This design comes from an exercise in tuning for small area and few clock cycles per item on the open sky130 flow, not from production work.
RTL that was checked went through simulation tests only; none was proved equivalent to the original.

// fp_mult_pipe
module fp_mult_pipe #(
   parameter int EXP_W = 8,
   parameter int MAN_W = 23
) (
   input  logic                 clk,
   input  logic                 rst_n,
   input  logic                 in_valid,
   output logic                 in_ready,
   input  logic [EXP_W+MAN_W:0] x,
   input  logic [EXP_W+MAN_W:0] y,
   output logic                 out_valid,
   input  logic                 out_ready,
   output logic [EXP_W+MAN_W:0] result
   ,
   output logic [3:0]           flags
);
   localparam int W  = 1 + EXP_W + MAN_W;
   localparam int SW = MAN_W + 1;
   localparam int PW = 2 * SW;
   localparam int XW = EXP_W + 2;
   localparam logic [XW-1:0] BIAS = XW'(2**(EXP_W-1) - 1);
   localparam logic [XW-1:0] EMAX = XW'(2**EXP_W - 1);
   localparam logic [EXP_W-1:0] EONES = '1;
   localparam logic [W-1:0] QNAN = {1'b0, EONES, 1'b1, {(MAN_W-1){1'b0}}};
   logic v_q;
   logic load;
   assign load      = ~v_q | out_ready;
   assign in_ready  = load;
   assign out_valid = v_q;
   logic             sx, sy;
   logic [EXP_W-1:0] ex, ey;
   logic [MAN_W-1:0] mx, my;
   logic             zx, zy, infx, infy, nanx, nany;
   assign {sx, ex, mx} = x;
   assign {sy, ey, my} = y;
   assign zx   = (ex == '0);
   assign zy   = (ey == '0);
   assign infx = (ex == EONES) & (mx == '0);
   assign infy = (ey == EONES) & (my == '0);
   assign nanx = (ex == EONES) & (mx != '0);
   assign nany = (ey == EONES) & (my != '0);
   logic [PW-1:0] p;
   wire bo0 = my[0] ^ 1'b0;
   wire bt0 = (my[1] & ~my[0] & ~1'b0) | (~my[1] & my[0] & 1'b0);
   wire bn0 = my[1] & ~(my[0] & 1'b0);
   wire xa1 = mx[0] ^ bn0;
   wire xa2 = mx[1] ^ bn0;
   wire xa3 = mx[2] ^ bn0;
   wire xa4 = mx[3] ^ bn0;
   wire xa5 = mx[4] ^ bn0;
   wire xa6 = mx[5] ^ bn0;
   wire xa7 = mx[6] ^ bn0;
   wire xa8 = mx[7] ^ bn0;
   wire xa9 = mx[8] ^ bn0;
   wire xa10 = mx[9] ^ bn0;
   wire xa11 = mx[10] ^ bn0;
   wire xa12 = mx[11] ^ bn0;
   wire xa13 = mx[12] ^ bn0;
   wire xa14 = mx[13] ^ bn0;
  ...
Size in the first run: roughly 1900 cells after synthesis, ~41 flip-flops, about 16000 um2 of cells after synthesis.
Settings: LEC_CHECK=0, CAP_MARGIN=20, CORE_MARGIN=2, CORE_UTILIZATION=40, CTS_BUF_LIST=sky130_fd_sc_hd__clkbuf_8, GPL_TIMING_DRIVEN=0, SLEW_MARGIN=20; clock period 7.5 ns.
standard.sh (not shown) runs the stock make flow with config.mk's settings and CLKGATE_MAP_FILE= SYNTH_SCRIPT=/design/flow/synth_recipe.tcl, a recipe that flattens the netlist after the stock synthesis.
==> flow/flow/run.sh <==
#!/bin/bash
# Layout flow: the standard ORFS flow (standard.sh) with three changes:
#  - synthesis skips Yosys's generic `abc -fast` pass (synth -noabc), so the full
#    adders written in the RTL reach extract_fa as written;
#  - the final ABC technology mapping uses flow/abc.script (area recovery under a
#    delay target, then gate sizing) instead of ORFS's abc_speed.script;
#  - every port is buffered by a buf_2 instead of the default clkdlybuf4s50_1.
set -euo pipefail
cd "$(dirname "$0")/.."
W=$(pwd)
export FLOW_SYNTH_TCL=$W/synth_recipe.tcl
export FLOW_ABC_SCRIPT=$W/flow/abc.script
export BUFFER_PORTS_ARGS="-buffer_cell sky130_fd_sc_hd__buf_2"
bash standard.sh synth SYNTH_ARGS=-noabc SYNTH_SCRIPT=$W/flow/synth.tcl > synth.log 2>&1
bash standard.sh finish SYNTH_ARGS=-noabc SYNTH_SCRIPT=$W/flow/synth.tcl > layout.log 2>&1
==> flow/flow/abc.script <==
strash
ifraig
dch -f
map -D 5500
topo
stime -c
buffer -c
upsize -c -D 5500
dnsize -c -D 5500
==> flow/flow/synth.tcl <==
# The standard flow's synthesis script (synth_recipe.tcl, sourced below unchanged), with the
# technology-mapping ABC run given our own script (flow/abc.script) in place of
# ORFS's abc_speed.script.  Only the combinational mapping changes; registers are
# mapped before ABC runs and keep their standard-synthesis names and cells.
proc abc {args} {
  set i [lsearch -exact $args -script]
  if { $i >= 0 } {
    lset args [expr {$i + 1}] $::env(FLOW_ABC_SCRIPT)
    puts "flow/synth.tcl: abc -script $::env(FLOW_ABC_SCRIPT)"
  }
  yosys abc {*}$args
}
source $::env(FLOW_SYNTH_TCL)
Then changed:
--- a/flow/design.v
+++ b/flow/design.v
@@ -1326,22 +1326,29 @@
    assign inx   = ph_q[0] | st_q | (msb & ph_q[1]);
    always_comb begin
       ones[0] = 1'b1;
       for (int i = 1; i < SW; i++)
          ones[i] = ones[i-1] & man_n[i-1];
    end
    assign frac = man_n[MAN_W-1:0] ^ ({MAN_W{rnd}} & ones[MAN_W-1:0]);
    assign cry  = rnd & (&ph_q[SW:2]) & (msb | ph_q[1]);
    logic [XW-1:0] e_s;
+   logic [2:0]    ovf_k, unf_k;
    assign e_s = {1'b0, e_q} + XW'(msb) + XW'(cry);
    assign e_o = e_s[EXP_W-1:0] - BIAS[EXP_W-1:0];
-   assign ovf = (e_s >= EMAX + BIAS);
-   assign unf = (e_s <= BIAS);
+   always_comb begin
+      for (int k = 0; k < 3; k++) begin
+         ovf_k[k] = ({1'b0, e_q} + XW'(k)) >= EMAX + BIAS;
+         unf_k[k] = ({1'b0, e_q} + XW'(k)) <= BIAS;
+      end
+   end
+   assign ovf = (msb & cry) ? ovf_k[2] : (msb | cry) ? ovf_k[1] : ovf_k[0];
+   assign unf = (msb & cry) ? unf_k[2] : (msb | cry) ? unf_k[1] : unf_k[0];
    logic [W-1:0] r_d;
    logic [3:0]   f_d;
    always_comb begin
       r_d = {s_q, e_o, frac};
       f_d = {3'b000, inx};
       case (sc_q)
          2'b11: begin
             r_d = QNAN;
             f_d = {inv_q, 3'b000};
Global-route usage hardly moves.
Final area came out higher by about 1.5%.
Count of clock-buffer cells in the layout is unchanged.
First-iteration DRC count came out higher by 20%.
Maximum frequency hardly moves.
Routed wire length came out higher by about 3%.
Non-clock buffer count came out higher by 3.
Setup slack improved by 0.011 ns.
Register-to-register slack improved by 0.10 ns.
Critical path depth came out higher by 2.
Core utilization came out higher by 0.35 points.
No run of this note included a check of the RTL's function; only the layout flow was run.

========
Another version of the RTL of fp_mult_pipe (not shown whole).
Size: ~41 flip-flops, ~16000 um2 of cells after synthesis.
export LEC_CHECK = 0
export CAP_MARGIN = 20
export CORE_MARGIN = 2
export CORE_UTILIZATION = 40
export CTS_BUF_LIST = sky130_fd_sc_hd__clkbuf_8
export GPL_TIMING_DRIVEN = 0
export SLEW_MARGIN = 20
create_clock -name core_clock -period 7.5 [get_ports {clk}]
Scripts as last shown in full above: flow/flow/run.sh, flow/flow/abc.script, flow/flow/synth.tcl
Testbench counts at the start, summed over its fixed seeds: cycles 16,008, items 16,000.
Then changed:
--- a/flow/design.v
+++ b/flow/design.v
@@ -1326,22 +1326,29 @@
    assign inx   = ph_q[0] | st_q | (msb & ph_q[1]);
    always_comb begin
       ones[0] = 1'b1;
       for (int i = 1; i < SW; i++)
          ones[i] = ones[i-1] & man_n[i-1];
    end
    assign frac = man_n[MAN_W-1:0] ^ ({MAN_W{rnd}} & ones[MAN_W-1:0]);
    assign cry  = rnd & ones[SW-1] & man_n[SW-1];
    logic [XW-1:0] e_s;
+   logic [2:0]    ovf_k, unf_k;
    assign e_s = {1'b0, e_q} + XW'(msb) + XW'(cry);
    assign e_o = e_s[EXP_W-1:0] - BIAS[EXP_W-1:0];
-   assign ovf = (e_s >= EMAX + BIAS);
-   assign unf = (e_s <= BIAS);
+   always_comb begin
+      for (int k = 0; k < 3; k++) begin
+         ovf_k[k] = ({1'b0, e_q} + XW'(k)) >= EMAX + BIAS;
+         unf_k[k] = ({1'b0, e_q} + XW'(k)) <= BIAS;
+      end
+   end
+   assign ovf = (msb & cry) ? ovf_k[2] : (msb | cry) ? ovf_k[1] : ovf_k[0];
+   assign unf = (msb & cry) ? unf_k[2] : (msb | cry) ? unf_k[1] : unf_k[0];
    logic [W-1:0] r_d;
    logic [3:0]   f_d;
    always_comb begin
       r_d = {s_q, e_o, frac};
       f_d = {3'b000, inx};
       case (sc_q)
          2'b11: begin
             r_d = QNAN;
             f_d = {inv_q, 3'b000};
=> Worst hold slack degrades by 0.11 ns. Synthesized area came out higher by 1.4%. Clock-buffer cell count stays the same. Design area came out higher by 1.8%. Routed wire length came out higher by 0.48%. Via count came out higher by 2.0%. Register-to-register slack improves by 0.07 ns. Final cell count came out higher by 2.1%. Worst setup slack degrades by 0.047 ns.
For the second run of this note, only the layout was checked, not whether the RTL still works.

[static timing again, ports no longer ideal]
Ports are ideal in the flow. The routed layouts listed here were re-timed in OpenROAD. Step 1 sets driving cells, clkbuf_16 on the clock port and buf_2 on the other inputs (assumed; they add their load-dependent delay and slew). Step 2, shift: input delay + t, output delay - t, t = (earliest + latest rising clock arrival at the registers) / 2. This alone moves slack from input paths to output paths. Three values: no drivers, after step 1, after step 2; two values: the first two.
| run | t (ns) | setup WS [ns] | hold slack, ns |
|---|---|---|---|
| the first run of note 1 | 0.320 | 0.124 / 0.079 / -0.241 | 0.857 / 0.857 / 0.857 |
| the second run of note 1 | 0.325 | 0.135 / 0.140 / -0.185 | 0.723 / 0.723 / 0.723 |
| the first run of note 2 | 0.319 | 0.172 / 0.175 / -0.143 | 0.798 / 0.798 / 0.798 |
| the second run of note 2 | 0.339 | 0.124 / 0.133 / -0.205 | 0.691 / 0.691 / 0.691 |
Met with ideal ports but missed after step 2: setup timing in every run listed. The setup slack of the first run of note 1, which loses most, moves by -0.045 ns with the drivers and by -0.365 ns with both steps.
